Source: an optimization exercise on an open RTL-to-GDS flow (aim: a short achievable clock period and few clock cycles). Production flows keep margins and buffers that such runs may drop.
Only simulation tests tie the RTL to the original design; equivalence was not proved.
Power and IR drop assume default switching activity.

==> flow/design.v <==
`default_nettype none
package rsc_pkg;
    typedef logic [16-1:0]    word_t;
    typedef logic [3-1:0] reg_idx_t;
    typedef enum logic [3-1:0] {
        OP_ADD  = 3'd0,
        OP_ADDI = 3'd1,
        OP_NAND = 3'd2,
        OP_LUI  = 3'd3,
        OP_SW   = 3'd4,
        OP_LW   = 3'd5,
        OP_BEQ  = 3'd6,
        OP_JALR = 3'd7
    } opcode_e;
    typedef struct packed {
        logic  valid;
        word_t pc;
        word_t inst;
    } if_id_t;
    typedef struct packed {
        logic     valid;
        word_t    pc;
        opcode_e  opcode;
        reg_idx_t tgt;
        reg_idx_t src1;
        reg_idx_t src2;
        word_t    opnd1;      
        word_t    opnd2;
        word_t    imm;
    } id_ex_t;
    typedef struct packed {
        logic     valid;
        word_t    pc;
        opcode_e  opcode;
        reg_idx_t tgt;
        word_t    alu_result;
        word_t    st_data;
        logic     eq;
        word_t    imm;
    } ex_mem_t;
    typedef struct packed {
        logic     valid;
        reg_idx_t tgt;
        word_t    result;
    } mem_wb_t;
endpackage
`default_nettype wire
`timescale 1ns/1ps
`default_nettype none
module rsc_core (
    input  wire logic           i_clk,
    input  wire logic           i_rst,
    input  wire rsc_pkg::word_t i_inst,
    output rsc_pkg::word_t      o_pc,
    input  wire rsc_pkg::word_t i_mem_rd_data,
    output rsc_pkg::word_t      o_mem_addr,
    output rsc_pkg::word_t      o_mem_wr_data,
    output logic                o_mem_wr_en
);
    localparam int BTB_N = 16;
    logic [15:0] r_pc;
    logic        r_ras_v;
    logic [15:0] r_ras;
    logic        r_btb_v   [BTB_N];
    logic [3:0]  r_btb_tag [BTB_N];     
    logic [15:0] r_btb_tgt [BTB_N];
    logic        d_v;
    logic [15:0] d_pc;
    logic [15:0] d_inst;
    logic        d_ptaken;      
    logic [15:0] d_btgt;        
    logic        d_jpv;         
    logic [15:0] d_jtgt;
    logic        e_v;
    logic [15:0] e_pc;
    logic        e_wr;
    logic [2:0]  e_dst;
    logic        e_ld;
    logic        e_st;
    logic        e_beq;
    logic        e_jalr;
    logic        e_nand;
    logic        e_sela;        
    logic        e_selb;
    logic [15:0] e_opa;
    logic [15:0] e_opb;
    logic        e_asel;        
    logic        e_bsel;
    logic [15:0] e_aop;
    logic [15:0] e_bop;
    logic        e_ptaken;
    logic [15:0] e_alt;         
    logic        e_jpv;
    logic [15:0] e_jtgt;
    logic        e_eqd;         
    logic        e_jokd;        
    logic        x1_wr;
    logic [2:0]  x1_dst;
    logic        x1_ld;
    logic        x1_eld;        
    logic        e_eld;
    logic [15:0] r_maddr;
    logic        x1_st;
    logic [15:0] x1_res;
    logic [15:0] x1_sd;
    logic        x2_wr;
    logic [2:0]  x2_dst;
    logic        x2_ld;
    logic [15:0] x2_res;
    logic        x3_wr;
    logic [2:0]  x3_dst;
    logic [15:0] x3_val;
    logic [15:0] r_rf [1:7];
    logic [2:0]  f_op;
    logic        f_beq;
    logic        f_jalr;
    logic        f_ptaken;
    logic [15:0] f_inc;
    logic [15:0] f_btgt;
    logic [3:0]  f_idx;
    logic        f_btb_hit;
    logic        f_use_ras;
    logic        f_jpv;
    logic [15:0] f_jtgt;
    logic [15:0] f_pred;
    assign o_pc = r_pc;
    assign f_op     = i_inst[15:13];
    assign f_beq    = f_op == 3'd6;
    assign f_jalr   = f_op == 3'd7;
    assign f_ptaken = f_beq && (i_inst[12:10] == i_inst[9:7] || i_inst[6]);
    logic [6:0]  f_lo;
    logic        f_lo_co;
    logic [8:0]  f_hi_inc;
    logic [8:0]  f_hi_dec;
    rsc_inc #(.W(16)) u_f_inc (.i_a(r_pc), .i_dec(1'b0), .o_s(f_inc));
    rsc_inc #(.W(9)) u_f_hi_inc (.i_a(r_pc[15:7]), .i_dec(1'b0), .o_s(f_hi_inc));
    rsc_inc #(.W(9)) u_f_hi_dec (.i_a(r_pc[15:7]), .i_dec(1'b1), .o_s(f_hi_dec));
    rsc_add #(.W(7)) u_f_lo (.i_a(r_pc[6:0]), .i_b(i_inst[6:0]), .i_ci(1'b1),
                             .o_s(f_lo), .o_co(f_lo_co));
    always_comb begin
        f_btgt[6:0] = f_lo;
        if (i_inst[6] == f_lo_co)
            f_btgt[15:7] = r_pc[15:7];
        else if (f_lo_co)
            f_btgt[15:7] = f_hi_inc;
        else
            f_btgt[15:7] = f_hi_dec;
    end
    assign f_idx     = r_pc[3:0];
    logic [BTB_N-1:0] f_btb_hits;
    always_comb
        for (int i = 0; i < BTB_N; i++)
            f_btb_hits[i] = r_btb_v[i] && r_btb_tag[i] == r_pc[7:4];
    assign f_btb_hit = f_btb_hits[f_idx];
    assign f_use_ras = r_ras_v && i_inst[12:10] == 3'd0;
    assign f_jpv     = f_jalr && (f_use_ras || f_btb_hit);
    assign f_jtgt    = f_use_ras ? r_ras : r_btb_tgt[f_idx];
    always_comb begin
        if (f_ptaken)
            f_pred = f_btgt;
        else if (f_jpv)
            f_pred = f_jtgt;
        else
            f_pred = f_inc;
    end
    logic [2:0]  f_srca;
    logic [2:0]  f_srcb;
    logic        f_wr;
    logic [3:0]  f_ha;               
    logic [3:0]  f_hb;
    assign f_srca = (f_op == 3'd3) ? 3'd0 : i_inst[9:7];
    assign f_srcb = (f_op == 3'd0 || f_op == 3'd2) ? i_inst[2:0] :
                    ((f_op == 3'd4 || f_op == 3'd6) ? i_inst[12:10] : 3'd0);
    assign f_wr   = !(f_op == 3'd4 || f_op == 3'd6) && i_inst[12:10] != 3'd0;
    logic [2:0]  d_op;
    logic [2:0]  d_ra;
    logic        d_add, d_nand, d_lui, d_sw, d_lw, d_beq, d_jalr;
    logic [2:0]  d_srca;             
    logic [2:0]  d_srcb;
    logic        d_wr;
    logic [3:0]  d_ha;               
    logic [3:0]  d_hb;
    logic [15:0] d_imm;
    logic [15:0] d_link;
    assign d_op   = d_inst[15:13];
    assign d_ra   = d_inst[12:10];
    assign d_add  = d_op == 3'd0;
    assign d_nand = d_op == 3'd2;
    assign d_lui  = d_op == 3'd3;
    assign d_sw   = d_op == 3'd4;
    assign d_lw   = d_op == 3'd5;
    assign d_beq  = d_op == 3'd6;
    assign d_jalr = d_op == 3'd7;
    rsc_inc #(.W(16)) u_d_link (.i_a(d_pc), .i_dec(1'b0), .o_s(d_link));
    always_comb begin
        if (d_lui)
            d_imm = {d_inst[9:0], 6'd0};
        else if (d_jalr)
            d_imm = d_link;
        else
            d_imm = {{9{d_inst[6]}}, d_inst[6:0]};
    end
    assign f_ha = {d_v && d_wr && d_ra == f_srca, e_wr && e_dst == f_srca,
                   x1_wr && x1_dst == f_srca, x2_wr && x2_dst == f_srca};
    assign f_hb = {d_v && d_wr && d_ra == f_srcb, e_wr && e_dst == f_srcb,
                   x1_wr && x1_dst == f_srcb, x2_wr && x2_dst == f_srcb};
    logic        a_e, a_1, a_2, a_3;
    logic        b_e, b_1, b_2, b_3;
    logic        a_stall, b_stall;
    logic        a_ready;            
    logic [15:0] a_reg, b_reg;       
    logic [15:0] a_val, b_val;       
    logic        a_ldin, b_ldin;
    logic [15:0] a_rf, b_rf;
    assign {a_e, a_1, a_2, a_3} = d_ha;
    assign {b_e, b_1, b_2, b_3} = d_hb;
    assign a_stall = a_e ? e_ld : (a_1 && x1_ld && !x1_eld);
    assign b_stall = b_e ? e_ld : (b_1 && x1_ld && !x1_eld);
    assign a_ldin  = !a_e && (a_1 ? x1_eld : (a_2 && x2_ld));
    assign b_ldin  = !b_e && (b_1 ? x1_eld : (b_2 && x2_ld));
    assign a_ready = !a_e && !(a_1 && x1_ld) && !a_ldin;
    assign a_rf = (d_srca == 3'd0) ? 16'd0 : r_rf[d_srca];
    assign b_rf = (d_srcb == 3'd0) ? 16'd0 : r_rf[d_srcb];
    always_comb begin
        if (a_1)
            a_reg = x1_res;
        else if (a_2)
            a_reg = x2_res;
        else if (a_3)
            a_reg = x3_val;
        else
            a_reg = a_rf;
        if (b_1)
            b_reg = x1_res;
        else if (b_2)
            b_reg = x2_res;
        else if (b_3)
            b_reg = x3_val;
        else
            b_reg = b_rf;
    end
    assign a_val = a_ldin ? i_mem_rd_data : a_reg;
    assign b_val = b_ldin ? i_mem_rd_data : b_reg;
    logic        stall;
    logic        redir_d;
    logic        redir_e;
    logic [15:0] tgt_e;
    assign stall   = d_v && (a_stall || b_stall);
    assign redir_d = d_v && d_jalr && !d_jpv && (a_ready || a_ldin);
    logic        d_eld;
    assign d_eld = d_v && d_lw && d_inst[9:7] == 3'd0 && !e_ld && !e_st;
    logic [15:0] x_fa, x_fb;
    logic [15:0] x_a, x_b;
    logic [15:0] x_res;
    logic        x_eq;
    logic        x_jok;
    assign x_fa  = e_sela ? x1_res : e_opa;
    assign x_fb  = e_selb ? x1_res : e_opb;
    assign x_a   = e_asel ? x1_res : e_aop;
    assign x_b   = e_bsel ? x1_res : e_bop;
    logic [15:0] x_sum;
    logic        x_co;
    rsc_add #(.W(16)) u_x_add (.i_a(x_a), .i_b(x_b), .i_ci(1'b0), .o_s(x_sum), .o_co(x_co));
    assign x_res = e_nand ? ~(x_a & x_b) : x_sum;
    always_comb begin
        if (e_sela && e_selb)
            x_eq = 1'b1;
        else if (e_sela)
            x_eq = x1_res == e_opb;
        else if (e_selb)
            x_eq = x1_res == e_opa;
        else
            x_eq = e_eqd;
    end
    assign x_jok = e_sela ? (e_jpv && x1_res == e_jtgt) : e_jokd;
    assign redir_e = e_v && ((e_beq && (x_eq != e_ptaken)) || (e_jalr && !x_jok));
    assign tgt_e   = e_jalr ? x_fa : e_alt;
    assign o_mem_addr    = r_maddr;
    assign o_mem_wr_data = x1_sd;
    assign o_mem_wr_en   = x1_st;
    always_ff @(posedge i_clk) begin
        if (i_rst)
            r_pc <= 16'd0;
        else if (redir_e)
            r_pc <= tgt_e;
        else if (redir_d)
            r_pc <= a_val;
        else if (!stall)
            r_pc <= f_pred;
        if (i_rst || redir_e)
            d_v <= 1'b0;
        else if (!stall)
            d_v <= !redir_d;
        if (!stall) begin
            d_pc     <= r_pc;
            d_inst   <= i_inst;
            d_ptaken <= f_ptaken;
            d_btgt   <= f_btgt;
            d_jpv    <= f_jpv;
            d_jtgt   <= f_jtgt;
            d_srca   <= f_srca;
            d_srcb   <= f_srcb;
            d_wr     <= f_wr;
            d_ha     <= f_ha;
            d_hb     <= f_hb;
        end else begin
            d_ha     <= {1'b0, d_ha[3:1]};
            d_hb     <= {1'b0, d_hb[3:1]};
        end
        if (i_rst || redir_e || stall || !d_v) begin
            e_v    <= 1'b0;
            e_wr   <= 1'b0;
            e_ld   <= 1'b0;
            e_st   <= 1'b0;
            e_beq  <= 1'b0;
            e_jalr <= 1'b0;
        end else begin
            e_v    <= 1'b1;
            e_wr   <= d_wr;
            e_ld   <= d_lw;
            e_st   <= d_sw;
            e_beq  <= d_beq;
            e_jalr <= d_jalr;
        end
        e_pc     <= d_pc;
        e_dst    <= d_ra;
        e_nand   <= d_nand;
        e_sela   <= a_e;
        e_selb   <= b_e;
        e_opa    <= a_val;
        e_opb    <= b_val;
        e_asel   <= a_e && !d_jalr;
        e_bsel   <= b_e && (d_add || d_nand);
        e_aop    <= d_jalr ? 16'd0 : a_val;
        e_bop    <= (d_add || d_nand) ? b_val : d_imm;
        e_ptaken <= d_ptaken;
        e_alt    <= d_ptaken ? d_link : d_btgt;
        e_jpv    <= d_jpv || a_ready || a_ldin;
        e_eqd    <= a_val == b_val;
        e_jokd   <= d_jpv ? (a_val == d_jtgt) : (a_ready || a_ldin);
        if (i_rst || redir_e || stall || !d_v)
            e_eld <= 1'b0;
        else
            e_eld <= d_eld;
        r_maddr  <= d_eld ? {{9{d_inst[6]}}, d_inst[6:0]} : x_res;
        e_jtgt   <= d_jpv ? d_jtgt : a_val;
        if (i_rst) begin
            x1_wr <= 1'b0;
            x1_ld <= 1'b0;
            x1_eld <= 1'b0;
            x1_st <= 1'b0;
        end else begin
            x1_wr <= e_wr;
            x1_ld <= e_ld;
            x1_eld <= e_eld;
            x1_st <= e_st;
        end
        x1_dst <= e_dst;
        x1_res <= x_res;
        x1_sd  <= x_fb;
        if (i_rst) begin
            x2_wr <= 1'b0;
            x2_ld <= 1'b0;
        end else begin
            x2_wr <= x1_wr;
            x2_ld <= x1_ld && !x1_eld;
        end
        x2_dst <= x1_dst;
        x2_res <= x1_eld ? i_mem_rd_data : x1_res;
        if (i_rst)
            x3_wr <= 1'b0;
        else
            x3_wr <= x2_wr;
        x3_dst <= x2_dst;
        x3_val <= x2_ld ? i_mem_rd_data : x2_res;
        for (int i = 1; i < 8; i++)
            if (x3_wr && x3_dst == 3'(i))
                r_rf[i] <= x3_val;
        if (i_rst)
            r_ras_v <= 1'b0;
        else if (d_v && d_jalr && d_ra != 3'd0 && !stall && !redir_e)
            r_ras_v <= 1'b1;
        if (d_jalr && d_ra != 3'd0 && !stall)
            r_ras <= d_link;
        for (int i = 0; i < BTB_N; i++) begin
            if (i_rst)
                r_btb_v[i] <= 1'b0;
            else if (e_v && e_jalr && e_pc[3:0] == 4'(i))
                r_btb_v[i] <= 1'b1;
            if (e_jalr && e_pc[3:0] == 4'(i)) begin
                r_btb_tag[i] <= e_pc[7:4];
                r_btb_tgt[i] <= x_fa;
            end
        end
    end
endmodule
module rsc_add #(parameter int W = 16) (
    input  wire logic [W-1:0] i_a,
    input  wire logic [W-1:0] i_b,
    input  wire logic         i_ci,
    output logic [W-1:0]      o_s,
    output logic              o_co
);
    logic [W-1:0] p, g, pp, gg;
    always_comb begin
        p  = i_a ^ i_b;
        g  = i_a & i_b;
        gg = g;
        pp = p;
        gg[0] = g[0] | (p[0] & i_ci);
        for (int d = 1; d < W; d = d * 2)
            for (int i = W - 1; i >= d; i--) begin
                gg[i] = gg[i] | (pp[i] & gg[i-d]);
                pp[i] = pp[i] & pp[i-d];
            end
        o_s  = p ^ {gg[W-2:0], i_ci};
        o_co = gg[W-1];
    end
endmodule
module rsc_inc #(parameter int W = 16) (
    input  wire logic [W-1:0] i_a,
    input  wire logic         i_dec,
    output logic [W-1:0]      o_s
);
    logic [W-1:0] t, c;
    always_comb begin
        t = i_dec ? ~i_a : i_a;
        c = t;
        for (int d = 1; d < W; d = d * 2)
            for (int i = W - 1; i >= d; i--)
                c[i] = c[i] & c[i-d];
        o_s = i_a ^ {c[W-2:0], 1'b1};
    end
endmodule
`default_nettype wire
==> flow/run.sh <==
#!/bin/bash
# synth_recipe.tcl (not shown) runs the flow's synth.tcl, then flattens the netlist and writes it again
# the make line also repeats each setting of config.mk as NAME=value (left out here)
make -C /OpenROAD-flow-scripts/flow DESIGN_CONFIG=/design/flow/config.mk WORK_HOME=/design/flow/orfs CLKGATE_MAP_FILE= SYNTH_SCRIPT=/design/flow/synth_recipe.tcl finish
==> flow/config.mk <==
export PLATFORM = sky130hd
export DESIGN_NAME = rsc_core
export DESIGN_NICKNAME = rsc_core
export VERILOG_FILES = /design/flow/design.v
export SDC_FILE = /design/flow/constraint.sdc
export NUM_CORES = 4
export LEC_CHECK = 0
export CAP_MARGIN = 20
export CORE_MARGIN = 2
export CORE_UTILIZATION = 40
export SETUP_SLACK_MARGIN = 5
export SLEW_MARGIN = 20
export SYNTH_HIERARCHICAL = 1
export SYNTH_MINIMUM_KEEP_SIZE = 0
==> flow/constraint.sdc <==
create_clock -name core_clock -period 6.5 [get_ports {i_clk}]
set_input_delay 1.3000 -clock core_clock [delete_from_list [all_inputs] [get_ports {i_clk}]]
set_output_delay 1.3000 -clock core_clock [all_outputs]
set_load 0.01 [all_outputs]
==> results of run 1 <==
## cell usage in the layout, fill, tap and decap left out, drive strengths merged, types with 92 or more instances in the layout
master	instances
a21oi	143
a22oi	92
buf	718
clkbuf	114
dfxtp	261
edfxtp	521
mux2	131
nand2	176
nor2	161
o21ai	104
xnor2	130
xor2	105
## power breakdown
part,switching [uW],internal (uW)
Sequential,660,6060
Clock,2090,2880
Combinational,2710,2420
Total,5450,11400
## stage by stage
step,utilization (%),hold WS (ps),worst slack (ps)
3_5_place_dp,44.35,389.6,1994
6_report,59.78,394.3,3598
5_1_grt,59.78,408.5,3485
2_1_floorplan,-,346.2,3330
3_3_place_gp,44.35,388.4,2068
4_1_cts,57.18,397.6,3669
## worst max-delay path: stages, from the launching register on
cell,delay (ps)
dfxtp_4,370
mux2_4,320
fa_2,450
inv_2,80
fa_2,230
nor2b_4,60
o2111ai_4,250
a21oi_4,110
a31oi_4,210
o21ai_2,70
xnor2_1,210
nor2_1,90
a31oi_1,230
nand2_1,80
nand2_1,70
## area by class of cell
| type | count | area (um^2) | share of cell area (%) |
|---|---|---|---|
| clock buffers | 107 | 2394 | 4.517 |
| well taps | 1165 | 1458 | 2.751 |
| inverters | 76 | 382.9 | 0.7225 |
| repair buffers | 749 | 9097 | 17.17 |
| flip-flops and latches | 782 | 21050 | 39.72 |
| clock inverters | 47 | 427.9 | 0.8075 |
| diodes | 1 | 2.502 | 0.004722 |
| multi-input cells | 1949 | 18180 | 34.31 |
## timing repair
action | CTS | global route
setup buffers | 428 | 131
pin swaps | 264 | 218
gates cloned | 54 | 5
hold buffers | 0 | 0
resized for setup | 1095 | 246
setup endpoints to repair | 1007 | 677
## routing by layer
layer  track usage (%)  vias to the layer above  wire length (um)
li1                  -                    12590                 -
met1             39.12                    15070             54360
met2             49.12                     2154             67630
met3             7.161                      643             16210
met4             16.95                       10             11150
met5                 0                        -                62
## final timing paths
kind / cells past startpoint / end / slack (ps) / startpoint
worst max-delay path: 14 / r_maddr[14] / 3600 / e_asel
worst min-delay path: 0 / x1_dst[1] / 390 / e_dst[1]
worst max register to register: 14 / r_maddr[14] / 3600 / e_asel
worst min register to register: 0 / x1_dst[1] / 390 / e_dst[1]
==> impl_metrics.json, run 1 <==
{
  "die_width_um": 303.5,
  "floorplan.die_area_um2": 92130,
  "timing.slew.headroom_pct": 50.62,
  "worst_skew_pair.late_latency_ps": 670,
  "timing.setup.critical_path_class": "reg2reg",
  "hp-class": "reg2reg",
  "dpl.hpwl_mm": 77.64,
  "floorplan.rows": 109,
  "initial_cell_density_of_the_core_pct": 40.48,
  "p_leak_uw": 0.01965,
  "worstMarginPinSlew_ps": 737.3,
  "drt_first_iter_violations": 4269,
  "run_status": "complete, no violations",
  "arrival_ps": 3490,
  "total_power_uw": 16810,
  "place_area_um2": 39320,
  "grt_overflow": 0,
  "place.gp.congestion": 0.9665,
  "htreeDepth": 3,
  "drtPass1Iterations": 9,
  "grt_pass1_vias": 29350,
  "finalNonFillerCells": 4876,
  "grt_usage_pct": 30.93,
  "report.final.slew_viol_count": 0,
  "timing.critical_path.from_type": "flop",
  "ant_nets": 0,
  "period_minus_slack_ps": 2902,
  "largestRegisters": "r_btb_tgt (256), r_rf (112), r_btb_tag (64)",
  "critical_path_peak_fanout": 3,
  "vertical_die_dimension_um": 303.5,
  "global_route_wire_length_before_repair_mm": 206.6,
  "crit_required_ps": 7090,
  "clockBufferDepth": 3,
  "maximum_number_of_pins_on_one_net_before_global_route_repair": 44,
  "power.ir.vdd_worst_uv": 297.2,
  "power.density_cell_area_nw_per_um2": 317.3,
  "tritoncts_clock_tree": "built",
  "routed_wirelength_normalized_by_instance_count_um": 30.64,
  "final-setup-viol-count": 0,
  "avgViaCountPerCell": 6.248,
  "max_cap_violations": 0,
  "number_of_flip_flops_in_the_largest_register": 256,
  "regMostFlops": "r_btb_tgt",
  "place.port_buffers": 82,
  "drcViolationCount": 0,
  "synthCells": 2966,
  "final_total_negative_setup_slack_ps": 0,
  "worst_setup_path_end_kind": "flop",
  "floorplan.io_pins": 83,
  "drt-total-wl_mm": 149.4,
  "final_hold_viols": 0,
  "total_clock_buffers_created_by_cts": 85,
  "post-route-cell-area_um2": 52990,
  "syn2layout_area_growth_pct": 47.66,
  "clk_pin_slew_worst_paths_ps": 60,
  "antenna_found_initial": 7,
  "core_region_area_um2": 88650,
  "postSynthAreaPerCell_um2": 12.10,
  "share_of_the_cycle_needed_by_the_critical_path_after_routing_pct": 44.65,
  "route.vias.total": 30460,
  "final_layout_size_suffix_gt1_share_pct": 45.71,
  "finalClockSkew_ps": 41.25,
  "syn_area_um2": 35890,
  "place_inst": 4103,
  "fill_cells": 6508,
  "fmax_mhz": 344.5,
  "tritoncts_num_sinks": 782,
  "cts-root-buf": "clkbuf_16",
  "synthesis.yosys.warnings": 31,
  "num-nets-final": 3702,
  "grt_setup_unrepaired": "yes"
}
Testbench counts, summed over its fixed seeds: cycles 49,746.
==> run 2, diff against run 1 <==
--- a/flow/design.v
+++ b/flow/design.v
@@ -101,2 +101,4 @@
     logic        e_eld;
+    logic        e_fld;         
+    logic        d_fld;
     logic [15:0] r_maddr;
@@ -216,6 +218,6 @@
     assign {b_e, b_1, b_2, b_3} = d_hb;
-    assign a_stall = a_e ? e_ld : (a_1 && x1_ld && !x1_eld);
-    assign b_stall = b_e ? e_ld : (b_1 && x1_ld && !x1_eld);
-    assign a_ldin  = !a_e && (a_1 ? x1_eld : (a_2 && x2_ld));
-    assign b_ldin  = !b_e && (b_1 ? x1_eld : (b_2 && x2_ld));
+    assign a_stall = a_e ? (e_ld && !e_fld) : (a_1 && x1_ld && !x1_eld);
+    assign b_stall = b_e ? (e_ld && !e_fld) : (b_1 && x1_ld && !x1_eld);
+    assign a_ldin  = a_e ? e_fld : (a_1 ? x1_eld : (a_2 && x2_ld));
+    assign b_ldin  = b_e ? e_fld : (b_1 ? x1_eld : (b_2 && x2_ld));
     assign a_ready = !a_e && !(a_1 && x1_ld) && !a_ldin;
@@ -250,3 +252,8 @@
     logic        d_eld;
-    assign d_eld = d_v && d_lw && d_inst[9:7] == 3'd0 && !e_ld && !e_st;
+    logic        e_port;         
+    assign e_port = e_st || (e_ld && !e_eld && !e_fld);
+    assign d_eld = d_v && d_lw && d_inst[9:7] == 3'd0 && !d_fld && !e_port;
+    logic        f_issue;
+    assign f_issue = f_op == 3'd5 && i_inst[9:7] == 3'd0 && !stall && !d_eld &&
+                     !e_port && !e_st && !(d_v && d_sw);
     logic [15:0] x_fa, x_fb;
@@ -263,3 +270,7 @@
     rsc_add #(.W(16)) u_x_add (.i_a(x_a), .i_b(x_b), .i_ci(1'b0), .o_s(x_sum), .o_co(x_co));
-    assign x_res = e_nand ? ~(x_a & x_b) : x_sum;
+    logic [15:0] x_alu;
+    assign x_alu = e_nand ? ~(x_a & x_b) : x_sum;
+    assign x_res = e_fld ? i_mem_rd_data : x_alu;
+    logic [15:0] m_early;
+    assign m_early = f_issue ? {{9{i_inst[6]}}, i_inst[6:0]} : {{9{d_inst[6]}}, d_inst[6:0]};
     always_comb begin
@@ -300,2 +311,3 @@
             d_jtgt   <= f_jtgt;
+            d_fld    <= f_issue;
             d_srca   <= f_srca;
@@ -327,8 +339,8 @@
         e_nand   <= d_nand;
-        e_sela   <= a_e;
-        e_selb   <= b_e;
+        e_sela   <= a_e && !e_fld;
+        e_selb   <= b_e && !e_fld;
         e_opa    <= a_val;
         e_opb    <= b_val;
-        e_asel   <= a_e && !d_jalr;
-        e_bsel   <= b_e && (d_add || d_nand);
+        e_asel   <= a_e && !e_fld && !d_jalr;
+        e_bsel   <= b_e && !e_fld && (d_add || d_nand);
         e_aop    <= d_jalr ? 16'd0 : a_val;
@@ -344,3 +356,7 @@
             e_eld <= d_eld;
-        r_maddr  <= d_eld ? {{9{d_inst[6]}}, d_inst[6:0]} : x_res;
+        if (i_rst || redir_e || stall || !d_v)
+            e_fld <= 1'b0;
+        else
+            e_fld <= d_fld;
+        r_maddr  <= (f_issue || d_eld) ? m_early : x_alu;
         e_jtgt   <= d_jpv ? d_jtgt : a_val;
@@ -353,3 +369,3 @@
             x1_wr <= e_wr;
-            x1_ld <= e_ld;
+            x1_ld <= e_ld && !e_fld;
             x1_eld <= e_eld;
==> run 2 against run 1 <==
Power is 1.4% higher. Design area is 1.3% higher. Via count is 0.99% lower. Count of clock-buffer cells in the layout is 6 higher. Still clean. Sequential power hardly changed. Die area is 0.53% higher. Global-route usage is 1.2 points lower.
==> impl_metrics.json, run 2 <==
{
  "final_hold_viols": 0,
  "largestRegisters": "r_btb_tgt (256), r_rf (112), r_btb_tag (64)",
  "clockBufferDepth": 3,
  "final_cell_mix": "edfxtp_1 (522), buf_4 (329), buf_6 (248)",
  "worstMarginPinSlew_ps": 886.0,
  "share_of_the_cycle_needed_by_the_critical_path_after_routing_pct": 46.42,
  "worst_r2r_path_depth": 13,
  "clk_pin_slew_worst_paths_ps": 60,
  "grt_usage_pct": 29.72,
  "place.port_buffers": 82,
  "fill_cells": 6671,
  "power.density_cell_area_nw_per_um2": 317.7,
  "p_leak_uw": 0.01965,
  "place_area_um2": 39090,
  "global_route_wire_length_before_repair_mm": 202.0,
  "arrival_ps": 3550,
  "avgViaCountPerCell": 6.098,
  "postSynthAreaPerCell_um2": 12.06,
  "grt_overflow": 0,
  "final_util_pct": 59.82,
  "dpl.hpwl_mm": 81.00,
  "vertical_die_dimension_um": 304.3,
  "setup_slack_on_the_worst_flop_to_flop_path_ps": 3550,
  "area.sequential_um2": 21120,
  "power.ir.vdd_worst_uv": 213.0,
  "regMostFlops": "r_btb_tgt",
  "syn2layout_area_growth_pct": 48.79,
  "worst_setup_path_end_kind": "flop",
  "cts-root-buf": "clkbuf_16",
  "worst_skew_pair.late_latency_ps": 670,
  "critPathCapture": "r_pc[14]",
  "finalClockSkew_ps": 44.85,
  "synthesis.yosys.warnings": 31,
  "drcViolationCount": 0,
  "number_of_flip_flops_in_the_largest_register": 256,
  "final_total_negative_setup_slack_ps": 0,
  "max_cap_violations": 0,
  "final-setup-viol-count": 0,
  "synthCells": 2992,
  "timing.slew.headroom_pct": 40.61,
  "drt-total-wl_mm": 146.4,
  "area_used_by_multi_input_combinational_logic_um2": 18980,
  "report.final.slew_viol_count": 0,
  "maximum_number_of_pins_on_one_net_before_global_route_repair": 44,
  "period_minus_slack_ps": 3017,
  "tritoncts_clock_tree": "built",
  "grt_setup_unrepaired": "yes",
  "num-nets-final": 3757,
  "grt_pass1_vias": 28870,
  "floorplan.rows": 110,
  "routed_wirelength_normalized_by_instance_count_um": 29.60,
  "htreeDepth": 3,
  "floorplan.die_area_um2": 92620,
  "route.vias.total": 30160,
  "critical_path_peak_fanout": 5,
  "drtPass1Iterations": 6,
  "tritoncts_num_sinks": 784,
  "total_clock_buffers_created_by_cts": 83,
  "core_region_area_um2": 89740,
  "antenna_found_initial": 9,
  "final_layout_size_suffix_gt1_share_pct": 48.06,
  "mostFrequentLayoutCell": "edfxtp_1",
  "crit-reg2reg-launch": "e_asel",
  "crit_required_ps": 7040,
  "ant_nets": 0,
  "timing.critical_path.from_type": "input port",
  "worstSetupStartpoint": "i_inst[5]",
  "r2r_end": "x1_res[14]",
  "initial_cell_density_of_the_core_pct": 40.21,
  "run_status": "complete, no violations",
  "post-route-cell-area_um2": 53680,
  "drt_first_iter_violations": 3671,
  "floorplan.io_pins": 83,
  "place.gp.congestion": 0.9437,
  "timing.setup.critical_path_class": "in2reg",
  "hp-class": "reg2reg",
  "syn_area_um2": 36080,
  "fmax_mhz": 331.4,
  "die_width_um": 304.3
}
==> run 2: cell types whose count changed in the layout (fill, tap and decap cells not counted), moves of 13 or more <==
cell	before	now
a21oi_2	32	47
a31oi_4	4	19
a22oi_1	79	54
nor2_1	92	114
xnor2_1	99	116
mux2_2	75	88
a31oi_1	37	19
buf_4	287	329
o21ai_0	42	23
nand3_2	11	25
clkbuf_1	7	21
==> run 2: what timing repair did <==
action                                  in CTS  in global routing
cloned                                      37                 13
buffers inserted                           426                171
pin swaps                                  305                230
hold buffers                                 0                  0
endpoints found under the setup margin    1021                721
resized for setup                         1185                340
hold endpoints to repair                     0                  0
==> run 2: stage by stage <==
stage / total power [uW] / setup slack, ps / std cells / hold slack (ps)
floorplan: 8866 / 3202 / 3012 / 346.2
global placement: 10160 / 2018 / 4141 / 380.1
detailed placement: 10200 / 1949 / 4142 / 386.3
CTS: 16310 / 3586 / 4758 / 394.3
finish: 17050 / 3483 / 4946 / 392.6
global route: 17500 / 3418 / 4944 / 405.7
==> run 2: cell type report <==
type                    instances  area share (%)
well taps                    1176           2.741
multi-input cells            1984           35.36
clock inverters                40          0.7598
inverters                      72          0.6223
clock buffers                 113           4.309
repair inverters                1        0.009323
repair buffers                772           16.84
diodes                          4         0.01865
flip-flops and latches        784           39.34
==> run 2: metal layers <==
| metal | vias to the layer above | GRT usage, % | wire, um |
|---|---|---|---|
| met4 | 8 | 11.79 | 6787 |
| met2 | 1920 | 45.83 | 65830 |
| met5 | - | 0 | 57 |
| met1 | 15150 | 41.02 | 58190 |
| met3 | 410 | 6.163 | 15540 |
| li1 | 12670 | - | - |
==> run 2: how the worst min path moves through the flow <==
stage / from / cells after the start / endpoint / slack, ps
after floorplan: d_ptaken / 0 / e_ptaken / 350
after global placement: x1_dst[2] / 0 / x2_dst[2] / 380
after detailed placement: x1_dst[2] / 0 / x2_dst[2] / 390
after CTS: e_dst[2] / 0 / x1_dst[2] / 390
after global routing: e_dst[2] / 0 / x1_dst[2] / 410
final: x2_dst[2] / 0 / x3_dst[2] / 390
==> run 2: worst max-delay path, cell delays in order <==
cell             delay (ps)
clkdlybuf4s15_2         300
ha_1                    280
a21o_1                  200
a31o_4                  240
nand2b_4                210
buf_4                   170
o22ai_4                 160
nor3_2                   80
a221oi_2                250
o21ai_1                 110
o31a_1                  250
==> run 2: power by group <==
part | internal [uW] | leakage [uW] | switching (uW)
combinational | 2580 | 0.0112 | 2900
sequential | 6110 | 0.00709 | 628
clock | 2780 | 0.00134 | 2050
total | 11500 | 0.0196 | 5580
Testbench counts of run 2, summed over its fixed seeds: cycles 49,544.
==> run 3, diff against run 2 <==
--- a/flow/design.v
+++ b/flow/design.v
@@ -136,2 +136,3 @@
     logic [8:0]  f_hi_dec;
+    logic [8:0]  f_hi;
     rsc_inc #(.W(16)) u_f_inc (.i_a(r_pc), .i_dec(1'b0), .o_s(f_inc));
@@ -139,30 +140,31 @@
     rsc_inc #(.W(9)) u_f_hi_dec (.i_a(r_pc[15:7]), .i_dec(1'b1), .o_s(f_hi_dec));
-    rsc_add #(.W(7)) u_f_lo (.i_a(r_pc[6:0]), .i_b(i_inst[6:0]), .i_ci(1'b1),
-                             .o_s(f_lo), .o_co(f_lo_co));
+    rsc_ksa #(.W(7), .CI(1'b1)) u_f_lo (.i_a(r_pc[6:0]), .i_b(i_inst[6:0]), .o_s(f_lo),
+                                        .o_co(f_lo_co));
     always_comb begin
         f_btgt[6:0] = f_lo;
-        if (i_inst[6] == f_lo_co)
-            f_btgt[15:7] = r_pc[15:7];
-        else if (f_lo_co)
-            f_btgt[15:7] = f_hi_inc;
-        else
-            f_btgt[15:7] = f_hi_dec;
+        f_btgt[15:7] = f_hi;
     end
-    assign f_idx     = r_pc[3:0];
-    logic [BTB_N-1:0] f_btb_hits;
-    always_comb
-        for (int i = 0; i < BTB_N; i++)
-            f_btb_hits[i] = r_btb_v[i] && r_btb_tag[i] == r_pc[7:4];
-    assign f_btb_hit = f_btb_hits[f_idx];
+    logic        r_bq_v;
+    logic        r_bq_hit;
+    logic [15:0] r_bq_tgt;
+    logic        q_hit;
+    logic [15:0] q_tgt;
+    assign f_idx     = f_inc[3:0];
+    assign q_hit     = r_btb_v[f_idx] && r_btb_tag[f_idx] == f_inc[7:4];
+    assign q_tgt     = r_btb_tgt[f_idx];
+    assign f_btb_hit = r_bq_v && r_bq_hit;
     assign f_use_ras = r_ras_v && i_inst[12:10] == 3'd0;
     assign f_jpv     = f_jalr && (f_use_ras || f_btb_hit);
-    assign f_jtgt    = f_use_ras ? r_ras : r_btb_tgt[f_idx];
-    always_comb begin
-        if (f_ptaken)
-            f_pred = f_btgt;
-        else if (f_jpv)
-            f_pred = f_jtgt;
-        else
-            f_pred = f_inc;
+    assign f_jtgt    = f_use_ras ? r_ras : r_bq_tgt;
+    logic        f_hs_same, f_hs_inc, f_hs_dec;
+    assign f_hs_same = i_inst[6] == f_lo_co;
+    assign f_hs_inc  = f_lo_co && !i_inst[6];
+    assign f_hs_dec  = !f_lo_co && i_inst[6];
+    for (genvar i = 0; i < 9; i++) begin : g_fhi
+        rsc_g_ao222 u_m (.i_s0(f_hs_same), .i_d0(r_pc[7+i]), .i_s1(f_hs_inc), .i_d1(f_hi_inc[i]),
+                         .i_s2(f_hs_dec), .i_d2(f_hi_dec[i]), .o_y(f_hi[i]));
     end
+    logic [15:0] f_nonbr;
+    assign f_nonbr = f_jpv ? f_jtgt : f_inc;
+    assign f_pred  = f_ptaken ? f_btgt : f_nonbr;
     logic [2:0]  f_srca;
@@ -268,4 +270,3 @@
     logic [15:0] x_sum;
-    logic        x_co;
-    rsc_add #(.W(16)) u_x_add (.i_a(x_a), .i_b(x_b), .i_ci(1'b0), .o_s(x_sum), .o_co(x_co));
+    rsc_ksa #(.W(16), .CI(1'b0)) u_x_add (.i_a(x_a), .i_b(x_b), .o_s(x_sum), .o_co());
     logic [15:0] x_alu;
@@ -288,2 +289,15 @@
     assign tgt_e   = e_jalr ? x_fa : e_alt;
+    logic [15:0] pc_other;
+    logic [15:0] pc_next;
+    logic        pc_sel_f;
+    logic        pc_s_bt, pc_s_nb, pc_s_o;
+    assign pc_other = redir_e ? tgt_e : (redir_d ? a_val : r_pc);
+    assign pc_sel_f = !(redir_e || redir_d || stall);
+    assign pc_s_bt  = !i_rst && pc_sel_f && f_ptaken;
+    assign pc_s_nb  = !i_rst && pc_sel_f && !f_ptaken;
+    assign pc_s_o   = !i_rst && !pc_sel_f;
+    for (genvar i = 0; i < 16; i++) begin : g_pcn
+        rsc_g_ao222 u_m (.i_s0(pc_s_bt), .i_d0(f_btgt[i]), .i_s1(pc_s_nb), .i_d1(f_nonbr[i]),
+                         .i_s2(pc_s_o), .i_d2(pc_other[i]), .o_y(pc_next[i]));
+    end
     assign o_mem_addr    = r_maddr;
@@ -292,10 +306,8 @@
     always_ff @(posedge i_clk) begin
-        if (i_rst)
-            r_pc <= 16'd0;
-        else if (redir_e)
-            r_pc <= tgt_e;
-        else if (redir_d)
-            r_pc <= a_val;
-        else if (!stall)
-            r_pc <= f_pred;
+        r_pc <= pc_next;
+        r_bq_v <= (pc_s_nb && !f_jpv) || (r_bq_v && pc_s_o && !redir_e && !redir_d);
+        if (!stall) begin
+            r_bq_hit <= q_hit;
+            r_bq_tgt <= q_tgt;
+        end
         if (i_rst || redir_e)
@@ -450,2 +462,77 @@
 endmodule
+module rsc_ksa #(parameter int W = 16, parameter bit CI = 1'b0) (
+    input  wire logic [W-1:0] i_a,
+    input  wire logic [W-1:0] i_b,
+    output logic [W-1:0]      o_s,
+    output logic              o_co
+);
+    localparam int L = (W > 8) ? 4 : ((W > 4) ? 3 : ((W > 2) ? 2 : 1));
+    logic [W-1:0]       p0;
+    logic [(L+1)*W-1:0] gv;
+    logic [(L+1)*W-1:0] pv;
+    for (genvar i = 0; i < W; i++) begin : g_pg
+        logic gi;
+        rsc_g_pg u_pg (.i_a(i_a[i]), .i_b(i_b[i]), .o_p(p0[i]), .o_g(gi));
+        if (i == 0 && CI) begin : g_ci
+            rsc_g_or2 u_or (.i_a(i_a[i]), .i_b(i_b[i]), .o_y(gv[i]));
+        end else begin : g_nci
+            assign gv[i] = gi;
+        end
+        assign pv[i] = p0[i];
+    end
+    for (genvar k = 1; k <= L; k++) begin : g_lvl
+        for (genvar i = 0; i < W; i++) begin : g_bit
+            if (i >= (1 << (k-1))) begin : g_op
+                rsc_g_ao21 u_g (.i_a(gv[(k-1)*W+i]), .i_b(pv[(k-1)*W+i]),
+                                .i_c(gv[(k-1)*W+i-(1<<(k-1))]), .o_y(gv[k*W+i]));
+                if (i >= (1 << k)) begin : g_p
+                    rsc_g_and2 u_p (.i_a(pv[(k-1)*W+i]), .i_b(pv[(k-1)*W+i-(1<<(k-1))]),
+                                    .o_y(pv[k*W+i]));
+                end else begin : g_np
+                    assign pv[k*W+i] = 1'b0;
+                end
+            end else begin : g_pass
+                assign gv[k*W+i] = gv[(k-1)*W+i];
+                assign pv[k*W+i] = 1'b0;
+            end
+        end
+    end
+    for (genvar i = 0; i < W; i++) begin : g_sum
+        if (i == 0) begin : g_s0
+            if (CI) begin : g_inv
+                rsc_g_xnor2 u_s (.i_a(i_a[0]), .i_b(i_b[0]), .o_y(o_s[0]));
+            end else begin : g_pass
+                assign o_s[0] = p0[0];
+            end
+        end else begin : g_si
+            rsc_g_xor2 u_s (.i_a(p0[i]), .i_b(gv[L*W+i-1]), .o_y(o_s[i]));
+        end
+    end
+    assign o_co = gv[L*W+W-1];
+endmodule
+module rsc_g_ao222 (input wire logic i_s0, input wire logic i_d0, input wire logic i_s1,
+                    input wire logic i_d1, input wire logic i_s2, input wire logic i_d2,
+                    output logic o_y);
+    assign o_y = (i_s0 & i_d0) | (i_s1 & i_d1) | (i_s2 & i_d2);
+endmodule
+module rsc_g_pg (input wire logic i_a, input wire logic i_b, output logic o_p, output logic o_g);
+    assign o_p = i_a ^ i_b;
+    assign o_g = i_a & i_b;
+endmodule
+module rsc_g_ao21 (input wire logic i_a, input wire logic i_b, input wire logic i_c,
+                   output logic o_y);
+    assign o_y = i_a | (i_b & i_c);
+endmodule
+module rsc_g_and2 (input wire logic i_a, input wire logic i_b, output logic o_y);
+    assign o_y = i_a & i_b;
+endmodule
+module rsc_g_or2 (input wire logic i_a, input wire logic i_b, output logic o_y);
+    assign o_y = i_a | i_b;
+endmodule
+module rsc_g_xor2 (input wire logic i_a, input wire logic i_b, output logic o_y);
+    assign o_y = i_a ^ i_b;
+endmodule
+module rsc_g_xnor2 (input wire logic i_a, input wire logic i_b, output logic o_y);
+    assign o_y = ~(i_a ^ i_b);
+endmodule
 `default_nettype wire
==> run 3 against run 2 <==
Sequential power up 4.2%. Fmax fell by 0.28%. Utilization down 1.0 points. Via count is 1.2% lower. Synthesized cell count shrank 2.4%. Routed wire length increased by 1.5%. Power increased by 4.1%. Critical path depth grew 2. First-iteration DRC count increased by 13%. Count of clock-buffer cells in the layout is 4 higher. Combinational power rose by 5.1%. Global-route usage is 0.32 points higher. Largest power group unchanged. Highest routed layer unchanged.
==> impl_metrics.json, run 3 <==
{
  "num-nets-final": 3632,
  "place_inst": 4091,
  "clockBufferDepth": 3,
  "final_hold_viols": 0,
  "grt_overflow": 0,
  "grt.met3_usage_pct": 6.439,
  "final_cell_mix": "edfxtp_1 (539), buf_4 (295), buf_6 (210)",
  "share_of_the_cycle_needed_by_the_critical_path_after_routing_pct": 46.54,
  "arrival_ps": 3410,
  "run_status": "complete, no violations",
  "power.ir.vdd_worst_uv": 231.2,
  "floorplan.die_area_um2": 92820,
  "grt_setup_unrepaired": "yes",
  "place.port_buffers": 82,
  "number_of_flip_flops_in_the_largest_register": 256,
  "period_minus_slack_ps": 3025,
  "largestRegisters": "r_btb_tgt (256), r_rf (112), r_btb_tag (64)",
  "postSynthAreaPerCell_um2": 12.39,
  "route.vias.total": 29810,
  "met1_usage_pct": 37.52,
  "finalClockSkew_ps": 25.66,
  "place.gp.congestion": 0.9138,
  "synthCells": 2919,
  "vertical_die_dimension_um": 304.7,
  "worst_skew_pair.late_latency_ps": 660,
  "routed_wirelength_normalized_by_instance_count_um": 30.80,
  "final-setup-viol-count": 0,
  "global_route.peak_usage_layer": "met2",
  "clk_pin_slew_worst_paths_ps": 70,
  "ant_nets": 0,
  "die_width_um": 304.7,
  "drtPass1Iterations": 11,
  "dpl.hpwl_mm": 80.54,
  "drt_first_iter_violations": 4150,
  "max_cap_violations": 0,
  "floorplan.rows": 110,
  "core_region_area_um2": 89740,
  "initial_cell_density_of_the_core_pct": 40.29,
  "syn2layout_area_growth_pct": 46.00,
  "global_route_wire_length_before_repair_mm": 203.6,
  "timing.setup.critical_path_class": "reg2reg",
  "mostFrequentLayoutCell": "edfxtp_1",
  "globalRouteMet2Util_pct": 48.93,
  "drcViolationCount": 0,
  "avgViaCountPerCell": 6.178,
  "worstMarginPinSlew_ps": 689.3,
  "htreeDepth": 3,
  "grt_pass1_vias": 28760,
  "syn_area_um2": 36160,
  "antenna_found_initial": 6,
  "fmax_mhz": 330.5,
  "final_total_negative_setup_slack_ps": 0,
  "floorplan.io_pins": 83,
  "hp-class": "reg2reg",
  "regMostFlops": "r_btb_tgt",
  "final_layout_size_suffix_gt1_share_pct": 44.76,
  "maximum_number_of_pins_on_one_net_before_global_route_repair": 49,
  "grt_usage_pct": 30.04,
  "drt-total-wl_mm": 148.6,
  "power.density_cell_area_nw_per_um2": 336.2,
  "tritoncts_clock_tree": "built",
  "timing.slew.headroom_pct": 53.98,
  "tritoncts_num_sinks": 802,
  "p_leak_uw": 0.01992,
  "cts-root-buf": "clkbuf_16",
  "timing.critical_path.from_type": "flop",
  "critical_path_peak_fanout": 7,
  "total_power_uw": 17750,
  "final_util_pct": 58.83,
  "report.final.slew_viol_count": 0,
  "worst_setup_path_end_kind": "flop",
  "total_clock_buffers_created_by_cts": 86,
  "synthesis.yosys.warnings": 29,
  "whs_ps": 394.9,
  "crit_required_ps": 6880,
  "finalNonFillerCells": 4825
}
[run 3: critical path, cell delays in order, from the launching register on]
cell and delay [ps]:
dfxtp_4 390, nand4b_1 200, nand2_2 190, xor2_4 220, buf_6 180, nand2b_4 210
buf_6 120, nor2_4 40, buf_12 170, buf_12 130, a22o_1 240, a221oi_2 240
nand3_1 150, o22a_1 250
[run 3: routing by layer]
metal | part of all wire, % | wire (um)
met5 | 0.079 | 118
met3 | 10 | 15510
met4 | 6.9 | 10240
met2 | 46 | 68270
met1 | 37 | 54480
[run 3: area by class of cell]
cell class / count / area, um^2
Tap cell: 1176 / 1471
Clock inverter: 43 / 424.2
Antenna cell: 3 / 7.507
Fill cell: 6747 / 36950
Sequential cell: 802 / 21640
Inverter: 89 / 402.9
Multi-Input combinational cell: 1885 / 17750
Timing Repair inverter: 1 / 7.507
Timing Repair Buffer: 709 / 8691
Clock buffer: 117 / 2392
[run 3: what timing repair did]
item                                     CTS  global route
hold buffers                               0             0
buffers inserted                         368           136
endpoints found under the setup margin  1117           649
gates resized for setup                 1077           284
pin swaps                                235           206
gates cloned                              57            10
[run 3: final timing paths]
check,from,to,slack [ps],cells past startpoint
max,r_pc[0],r_bq_tgt[13],3470,13
min reg2reg,x1_dst[0],x2_dst[0],390,0
min,x1_dst[0],x2_dst[0],390,0
max reg2reg,r_pc[0],r_bq_tgt[13],3470,13
[run 3: metrics by stage]
stage	cell area, um^2	setup WS (ps)
global placement	39730	2178
floorplan	38050	3244
finish	52790	3475
global route	52790	3466
detailed placement	39750	2131
CTS	50140	3664
[run 3: power by group]
group / internal [uW] / total, uW / leakage (uW) / switching, uW
clock: 2830 / 4960 / 0.00138 / 2130
sequential: 6310 / 7020 / 0.00729 / 707
combinational: 2720 / 5760 / 0.0112 / 3040
total: 11900 / 17700 / 0.0199 / 5870
Testbench counts of run 3, summed over its fixed seeds: cycles 49,544.
==> run 4, diff against run 3 <==
--- a/flow/design.v
+++ b/flow/design.v
@@ -93,5 +93,5 @@
     logic        e_jpv;
+    logic        e_mb_ab_n, e_mb_ab_t, e_mb_1b_n, e_mb_1b_t, e_mb_1a_n, e_mb_1a_t, e_mb_11_n;
+    logic        e_mj_1, e_mj_a, e_mj_np;
     logic [15:0] e_jtgt;
-    logic        e_eqd;         
-    logic        e_jokd;        
     logic        x1_wr;
@@ -151,4 +151,4 @@
     logic [15:0] q_tgt;
-    assign f_idx     = f_inc[3:0];
-    assign q_hit     = r_btb_v[f_idx] && r_btb_tag[f_idx] == f_inc[7:4];
+    assign f_idx     = r_pc[3:0];
+    assign q_hit     = r_btb_v[f_idx] && r_btb_tag[f_idx] == r_pc[7:4];
     assign q_tgt     = r_btb_tgt[f_idx];
@@ -206,5 +206,5 @@
     end
-    assign f_ha = {d_v && d_wr && d_ra == f_srca, e_wr && e_dst == f_srca,
+    assign f_ha = {d_v && d_wr && d_ra == f_srca, e_v && e_wr && e_dst == f_srca,
                    x1_wr && x1_dst == f_srca, x2_wr && x2_dst == f_srca};
-    assign f_hb = {d_v && d_wr && d_ra == f_srcb, e_wr && e_dst == f_srcb,
+    assign f_hb = {d_v && d_wr && d_ra == f_srcb, e_v && e_wr && e_dst == f_srcb,
                    x1_wr && x1_dst == f_srcb, x2_wr && x2_dst == f_srcb};
@@ -247,2 +247,6 @@
     assign b_val = b_ldin ? i_mem_rd_data : b_reg;
+    logic        d_sa, d_sb, d_jpvn;
+    assign d_sa   = a_e && !e_fld;
+    assign d_sb   = b_e && !e_fld;
+    assign d_jpvn = d_jpv || a_ready || a_ldin;
     logic        stall;
@@ -255,3 +259,3 @@
     logic        e_port;         
-    assign e_port = e_st || (e_ld && !e_eld && !e_fld);
+    assign e_port = e_v && (e_st || (e_ld && !e_eld && !e_fld));
     assign d_eld = d_v && d_lw && d_inst[9:7] == 3'd0 && !d_fld && !e_port;
@@ -259,3 +263,3 @@
     assign f_issue = f_op == 3'd5 && i_inst[9:7] == 3'd0 && !stall && !d_eld &&
-                     !e_port && !e_st && !(d_v && d_sw);
+                     !e_port && !(d_v && d_sw);
     logic [15:0] x_fa, x_fb;
@@ -276,2 +280,8 @@
     assign m_early = f_issue ? {{9{i_inst[6]}}, i_inst[6:0]} : {{9{d_inst[6]}}, d_inst[6:0]};
+    logic        x_eq_1b, x_eq_1a, x_eq_ab, x_jk_1, x_jk_a;
+    rsc_eq u_eq_1b (.i_a(x1_res), .i_b(e_opb), .o_eq(x_eq_1b));
+    rsc_eq u_eq_1a (.i_a(x1_res), .i_b(e_opa), .o_eq(x_eq_1a));
+    rsc_eq u_eq_ab (.i_a(e_opa), .i_b(e_opb), .o_eq(x_eq_ab));
+    rsc_eq u_jk_1 (.i_a(x1_res), .i_b(e_jtgt), .o_eq(x_jk_1));
+    rsc_eq u_jk_a (.i_a(e_opa), .i_b(e_jtgt), .o_eq(x_jk_a));
     always_comb begin
@@ -280,16 +290,22 @@
         else if (e_sela)
-            x_eq = x1_res == e_opb;
+            x_eq = x_eq_1b;
         else if (e_selb)
-            x_eq = x1_res == e_opa;
+            x_eq = x_eq_1a;
         else
-            x_eq = e_eqd;
+            x_eq = x_eq_ab;
     end
-    assign x_jok = e_sela ? (e_jpv && x1_res == e_jtgt) : e_jokd;
-    assign redir_e = e_v && ((e_beq && (x_eq != e_ptaken)) || (e_jalr && !x_jok));
+    logic [7:0]  e_key;
+    rsc_inc #(.W(8)) u_e_key (.i_a(e_pc[7:0]), .i_dec(1'b1), .o_s(e_key));
+    assign x_jok = e_jpv && (e_sela ? x_jk_1 : x_jk_a);
+    rsc_redir u_redir (
+        .i_t ({e_mb_ab_n, e_mb_ab_t, e_mb_1b_n, e_mb_1b_t, e_mb_1a_n, e_mb_1a_t, e_mj_1, e_mj_a}),
+        .i_c ({x_eq_ab, !x_eq_ab, x_eq_1b, !x_eq_1b, x_eq_1a, !x_eq_1a, !x_jk_1, !x_jk_a}),
+        .i_k ({e_mb_11_n, e_mj_np}),
+        .i_v (e_v),
+        .o_y (redir_e)
+    );
     assign tgt_e   = e_jalr ? x_fa : e_alt;
-    logic [15:0] pc_other;
     logic [15:0] pc_next;
     logic        pc_sel_f;
-    logic        pc_s_bt, pc_s_nb, pc_s_o;
-    assign pc_other = redir_e ? tgt_e : (redir_d ? a_val : r_pc);
+    logic        pc_s_bt, pc_s_nb, pc_s_o, pc_s_e, pc_s_d, pc_s_h;
     assign pc_sel_f = !(redir_e || redir_d || stall);
@@ -298,5 +314,9 @@
     assign pc_s_o   = !i_rst && !pc_sel_f;
+    assign pc_s_e   = !i_rst && redir_e;
+    assign pc_s_d   = !i_rst && !redir_e && redir_d;
+    assign pc_s_h   = !i_rst && !redir_e && !redir_d && stall;
     for (genvar i = 0; i < 16; i++) begin : g_pcn
-        rsc_g_ao222 u_m (.i_s0(pc_s_bt), .i_d0(f_btgt[i]), .i_s1(pc_s_nb), .i_d1(f_nonbr[i]),
-                         .i_s2(pc_s_o), .i_d2(pc_other[i]), .o_y(pc_next[i]));
+        rsc_g_ao5 u_m (.i_s0(pc_s_bt), .i_d0(f_btgt[i]), .i_s1(pc_s_nb), .i_d1(f_nonbr[i]),
+                       .i_s2(pc_s_e), .i_d2(tgt_e[i]), .i_s3(pc_s_d), .i_d3(a_val[i]),
+                       .i_s4(pc_s_h), .i_d4(r_pc[i]), .o_y(pc_next[i]));
     end
@@ -333,4 +353,7 @@
         end
-        if (i_rst || redir_e || stall || !d_v) begin
-            e_v    <= 1'b0;
+        if (i_rst || redir_e || stall || !d_v)
+            e_v <= 1'b0;
+        else
+            e_v <= 1'b1;
+        if (i_rst || stall || !d_v) begin
             e_wr   <= 1'b0;
@@ -340,4 +363,13 @@
             e_jalr <= 1'b0;
+            e_mb_ab_n <= 1'b0;
+            e_mb_ab_t <= 1'b0;
+            e_mb_1b_n <= 1'b0;
+            e_mb_1b_t <= 1'b0;
+            e_mb_1a_n <= 1'b0;
+            e_mb_1a_t <= 1'b0;
+            e_mb_11_n <= 1'b0;
+            e_mj_1    <= 1'b0;
+            e_mj_a    <= 1'b0;
+            e_mj_np   <= 1'b0;
         end else begin
-            e_v    <= 1'b1;
             e_wr   <= d_wr;
@@ -347,2 +379,12 @@
             e_jalr <= d_jalr;
+            e_mb_ab_n <= d_beq && !d_sa && !d_sb && !d_ptaken;
+            e_mb_ab_t <= d_beq && !d_sa && !d_sb && d_ptaken;
+            e_mb_1b_n <= d_beq && d_sa && !d_sb && !d_ptaken;
+            e_mb_1b_t <= d_beq && d_sa && !d_sb && d_ptaken;
+            e_mb_1a_n <= d_beq && !d_sa && d_sb && !d_ptaken;
+            e_mb_1a_t <= d_beq && !d_sa && d_sb && d_ptaken;
+            e_mb_11_n <= d_beq && d_sa && d_sb && !d_ptaken;
+            e_mj_1    <= d_jalr && d_sa && d_jpvn;
+            e_mj_a    <= d_jalr && !d_sa && d_jpvn;
+            e_mj_np   <= d_jalr && !d_jpvn;
         end
@@ -351,3 +393,3 @@
         e_nand   <= d_nand;
-        e_sela   <= a_e && !e_fld;
+        e_sela   <= d_sa;
         e_selb   <= b_e && !e_fld;
@@ -361,6 +403,4 @@
         e_alt    <= d_ptaken ? d_link : d_btgt;
-        e_jpv    <= d_jpv || a_ready || a_ldin;
-        e_eqd    <= a_val == b_val;
-        e_jokd   <= d_jpv ? (a_val == d_jtgt) : (a_ready || a_ldin);
-        if (i_rst || redir_e || stall || !d_v)
+        e_jpv    <= d_jpvn;
+        if (i_rst || stall || !d_v)
             e_eld <= 1'b0;
@@ -368,3 +408,3 @@
             e_eld <= d_eld;
-        if (i_rst || redir_e || stall || !d_v)
+        if (i_rst || stall || !d_v)
             e_fld <= 1'b0;
@@ -380,6 +420,6 @@
         end else begin
-            x1_wr <= e_wr;
-            x1_ld <= e_ld && !e_fld;
-            x1_eld <= e_eld;
-            x1_st <= e_st;
+            x1_wr <= e_v && e_wr;
+            x1_ld <= e_v && e_ld && !e_fld;
+            x1_eld <= e_v && e_eld;
+            x1_st <= e_v && e_st;
         end
@@ -415,6 +455,6 @@
                 r_btb_v[i] <= 1'b0;
-            else if (e_v && e_jalr && e_pc[3:0] == 4'(i))
+            else if (e_v && e_jalr && e_key[3:0] == 4'(i))
                 r_btb_v[i] <= 1'b1;
-            if (e_jalr && e_pc[3:0] == 4'(i)) begin
-                r_btb_tag[i] <= e_pc[7:4];
+            if (e_jalr && e_key[3:0] == 4'(i)) begin
+                r_btb_tag[i] <= e_key[7:4];
                 r_btb_tgt[i] <= x_fa;
@@ -517,2 +557,24 @@
 endmodule
+module rsc_eq (
+    input  wire logic [15:0] i_a,
+    input  wire logic [15:0] i_b,
+    output logic             o_eq
+);
+    assign o_eq = i_a == i_b;
+endmodule
+module rsc_g_ao5 (input wire logic i_s0, input wire logic i_d0, input wire logic i_s1,
+                  input wire logic i_d1, input wire logic i_s2, input wire logic i_d2,
+                  input wire logic i_s3, input wire logic i_d3, input wire logic i_s4,
+                  input wire logic i_d4, output logic o_y);
+    assign o_y = (i_s0 & i_d0) | (i_s1 & i_d1) | (i_s2 & i_d2) | (i_s3 & i_d3) | (i_s4 & i_d4);
+endmodule
+module rsc_redir (
+    input  wire logic [7:0] i_t,
+    input  wire logic [7:0] i_c,
+    input  wire logic [1:0] i_k,
+    input  wire logic       i_v,
+    output logic            o_y
+);
+    assign o_y = i_v & (|(i_t & i_c) | |i_k);
+endmodule
 module rsc_g_pg (input wire logic i_a, input wire logic i_b, output logic o_p, output logic o_g);
==> run 4 against run 3 <==
Still clean. Sequential share of layout area is 1.3 points lower. Global-route usage grew 0.38 points. Combinational power down 2%. Cell count grew 1.6%. Design area is 3.9% higher. Synthesized cell count decreased by 0.21%. Die area grew 0.70%. Non-clock buffer count rose by 50. Flip-flop and latch count grew 5. Routed wire length grew 1.6%. Register-to-register slack is essentially flat. Hold slack lost 3.4 ps. Critical path type is now in2reg. Critical endpoint is now r_pc[11].
==> impl_metrics.json, run 4 <==
{
  "run_status": "complete, no violations",
  "place_area_um2": 40160,
  "drt_first_iter_violations": 3935,
  "report.final.slew_viol_count": 0,
  "finalNonFillerCells": 4901,
  "floorplan.die_area_um2": 93460,
  "routed_wirelength_normalized_by_instance_count_um": 30.80,
  "place.port_buffers": 82,
  "htreeDepth": 3,
  "global_route_wire_length_before_repair_mm": 207.4,
  "grt.met3_usage_pct": 5.844,
  "number_of_flip_flops_in_the_largest_register": 256,
  "power.ir.vdd_worst_uv": 230.8,
  "num-nets-final": 3707,
  "timing.slew.headroom_pct": 36.97,
  "finalClockSkew_ps": 28.29,
  "global_route.peak_usage_layer": "met2",
  "vertical_die_dimension_um": 305.7,
  "clockBufferDepth": 3,
  "clk_pin_slew_worst_paths_ps": 70,
  "hp-class": "reg2reg",
  "final-setup-viol-count": 0,
  "regMostFlops": "r_btb_tgt",
  "fill_cells": 6511,
  "cts-root-buf": "clkbuf_16",
  "floorplan.rows": 110,
  "grt_pass1_vias": 29650,
  "ant_nets": 0,
  "route.vias.total": 30460,
  "final_cell_mix": "edfxtp_1 (539), buf_4 (276), buf_6 (258)",
  "place_inst": 4091,
  "dpl.hpwl_mm": 80.16,
  "drtPass1Iterations": 12,
  "worst_setup_path_end_kind": "flop",
  "path_depth": 11,
  "max_cap_violations": 0,
  "final_hold_viols": 0,
  "area.sequential_um2": 21790,
  "met1_usage_pct": 37.58,
  "hold_path_depth": 0,
  "mostFrequentLayoutCell": "edfxtp_1",
  "floorplan.io_pins": 83,
  "syn_area_um2": 36410,
  "critical_path_peak_fanout": 6,
  "globalRouteMet2Util_pct": 50.03,
  "critPathTopFamily": "compound AO/OA/AOI/OAI gates",
  "slowest_cell_on_crit_path": "a222oi_1",
  "die_width_um": 305.7,
  "timing.critical_path.from_type": "input port",
  "worst_r2r_path_depth": 13,
  "power.density_cell_area_nw_per_um2": 327.9,
  "worstMarginPinSlew_ps": 935.6,
  "maximum_number_of_pins_on_one_net_before_global_route_repair": 40,
  "grt_setup_unrepaired": "yes",
  "antenna_found_initial": 4,
  "p_leak_uw": 0.02058,
  "worst_skew_pair.late_latency_ps": 680,
  "grt_overflow": 0,
  "cpPeakStageDelay_ps": 370,
  "avgViaCountPerCell": 6.215,
  "final_layout_size_suffix_gt1_share_pct": 48.20,
  "largestRegisters": "r_btb_tgt (256), r_rf (112), r_btb_tag (64)",
  "grt_usage_pct": 30.42,
  "synthesis.yosys.warnings": 30,
  "total_clock_buffers_created_by_cts": 89,
  "worst_path_cell_chain": "buf_4, ha_4, a21o_1, a21o_1, a21o_4, ha_4, buf_6, a222oi_1, inv_1, a222oi_1, nand2_1",
  "tritoncts_num_sinks": 807,
  "timing.setup.critical_path_class": "in2reg",
  "final_util_pct": 60.82,
  "place.gp.congestion": 0.9059,
  "initial_cell_density_of_the_core_pct": 40.39,
  "tritoncts_clock_tree": "built",
  "crit_required_ps": 7060,
  "period_minus_slack_ps": 3045,
  "area_used_by_multi_input_combinational_logic_um2": 18720,
  "syn2layout_area_growth_pct": 50.57,
  "synthCells": 2913,
  "drcViolationCount": 0,
  "critical_path.n_buffers_inverters": 3,
  "core_region_area_um2": 90150,
  "fmax_mhz": 328.4,
  "drt-total-wl_mm": 151.0,
  "total_power_uw": 17980,
  "postSynthAreaPerCell_um2": 12.50,
  "post-route-cell-area_um2": 54830,
  "arrival_ps": 3600,
  "final_total_negative_setup_slack_ps": 0,
  "share_of_the_cycle_needed_by_the_critical_path_after_routing_pct": 46.85
}
run 4: power breakdown:
group,switching [uW],internal (uW),total (uW),leakage [uW]
Clock,2180,3080,5260,0.00147
Combinational,2910,2760,5670,0.0118
Sequential,689,6360,7050,0.00732
run 4: timing repair:
item / 4_1_cts / 5_1_grt
gates resized for setup: 1160 / 311
hold buffers: 0 / 0
gates cloned: 52 / 14
pin swaps: 314 / 235
buffers inserted: 427 / 150
setup endpoints to repair: 1140 / 906
run 4: path summary, 6_finish.rpt:
check                  from         to  slack (ps)
setup / recovery  i_inst[4]   r_pc[11]        3450
hold / removal     e_dst[0]  x1_dst[0]         390
setup reg to reg  x1_res[3]    r_pc[1]        3480
hold reg to reg    e_dst[0]  x1_dst[0]         390
run 4: final cells by class:
type	instances	area share, %
inverters	77	0.6481
multi-input cells	1914	34.15
clock buffers	116	4.491
diodes	1	0.004564
flip-flops and latches	807	39.74
repair buffers	759	17.29
repair inverters	1	0.01369
well taps	1176	2.684
clock inverters	50	0.9836
run 4: layer usage:
metal | share of wire [%] | wire length [um]
met3 | 9.6 | 14500
met4 | 7.3 | 11030
met5 | 0.0086 | 13
met1 | 36 | 54800
met2 | 47 | 70610
run 4: per-stage QoR:
stage	hold WS (ps)	worst slack, ps
final	391.6	3455
after floorplan	373.9	3315
after detailed placement	384.1	2041
after global placement	382.7	2094
after global routing	397.4	3337
after CTS	390.6	3583
Testbench counts of run 4, summed over its fixed seeds: cycles 49,544.

==> what the ideal ports hide <==
No port has a modelled driver above. Below, the same layouts with a new extraction and two added sets of constraints.
Step 1: set_driving_cell puts a clkbuf_16 on i_clk and a buf_2 on each other input, an assumption about the parent block.
Step 2 times the ports against the registers' clock, not the clock port: input delays grow and output delays shrink by t, the midpoint of the rising clock arrivals with the driver on.
Three values: ideal ports, drivers, drivers and shift; two values: the first two.
run | t (ns) | slack for setup (ns) | worst slew at a driven data input, ns | cell pins on the clock port's net
run 1 | 0.724 | 3.598 / 3.598 / 2.879 | 0.18 | 1
run 2 | 0.718 | 3.483 / 3.492 / 2.774 | 0.06 | 1
run 3 | 0.718 | 3.475 / 3.475 / 2.901 | 0.19 | 1
run 4 | 0.734 | 3.455 / 3.476 / 2.750 | 0.07 | 1
After both steps setup and hold are still met in every run listed. The setup slack of run 1, which loses most, moves by 0.000 ns with the drivers and by -0.719 ns with both steps.
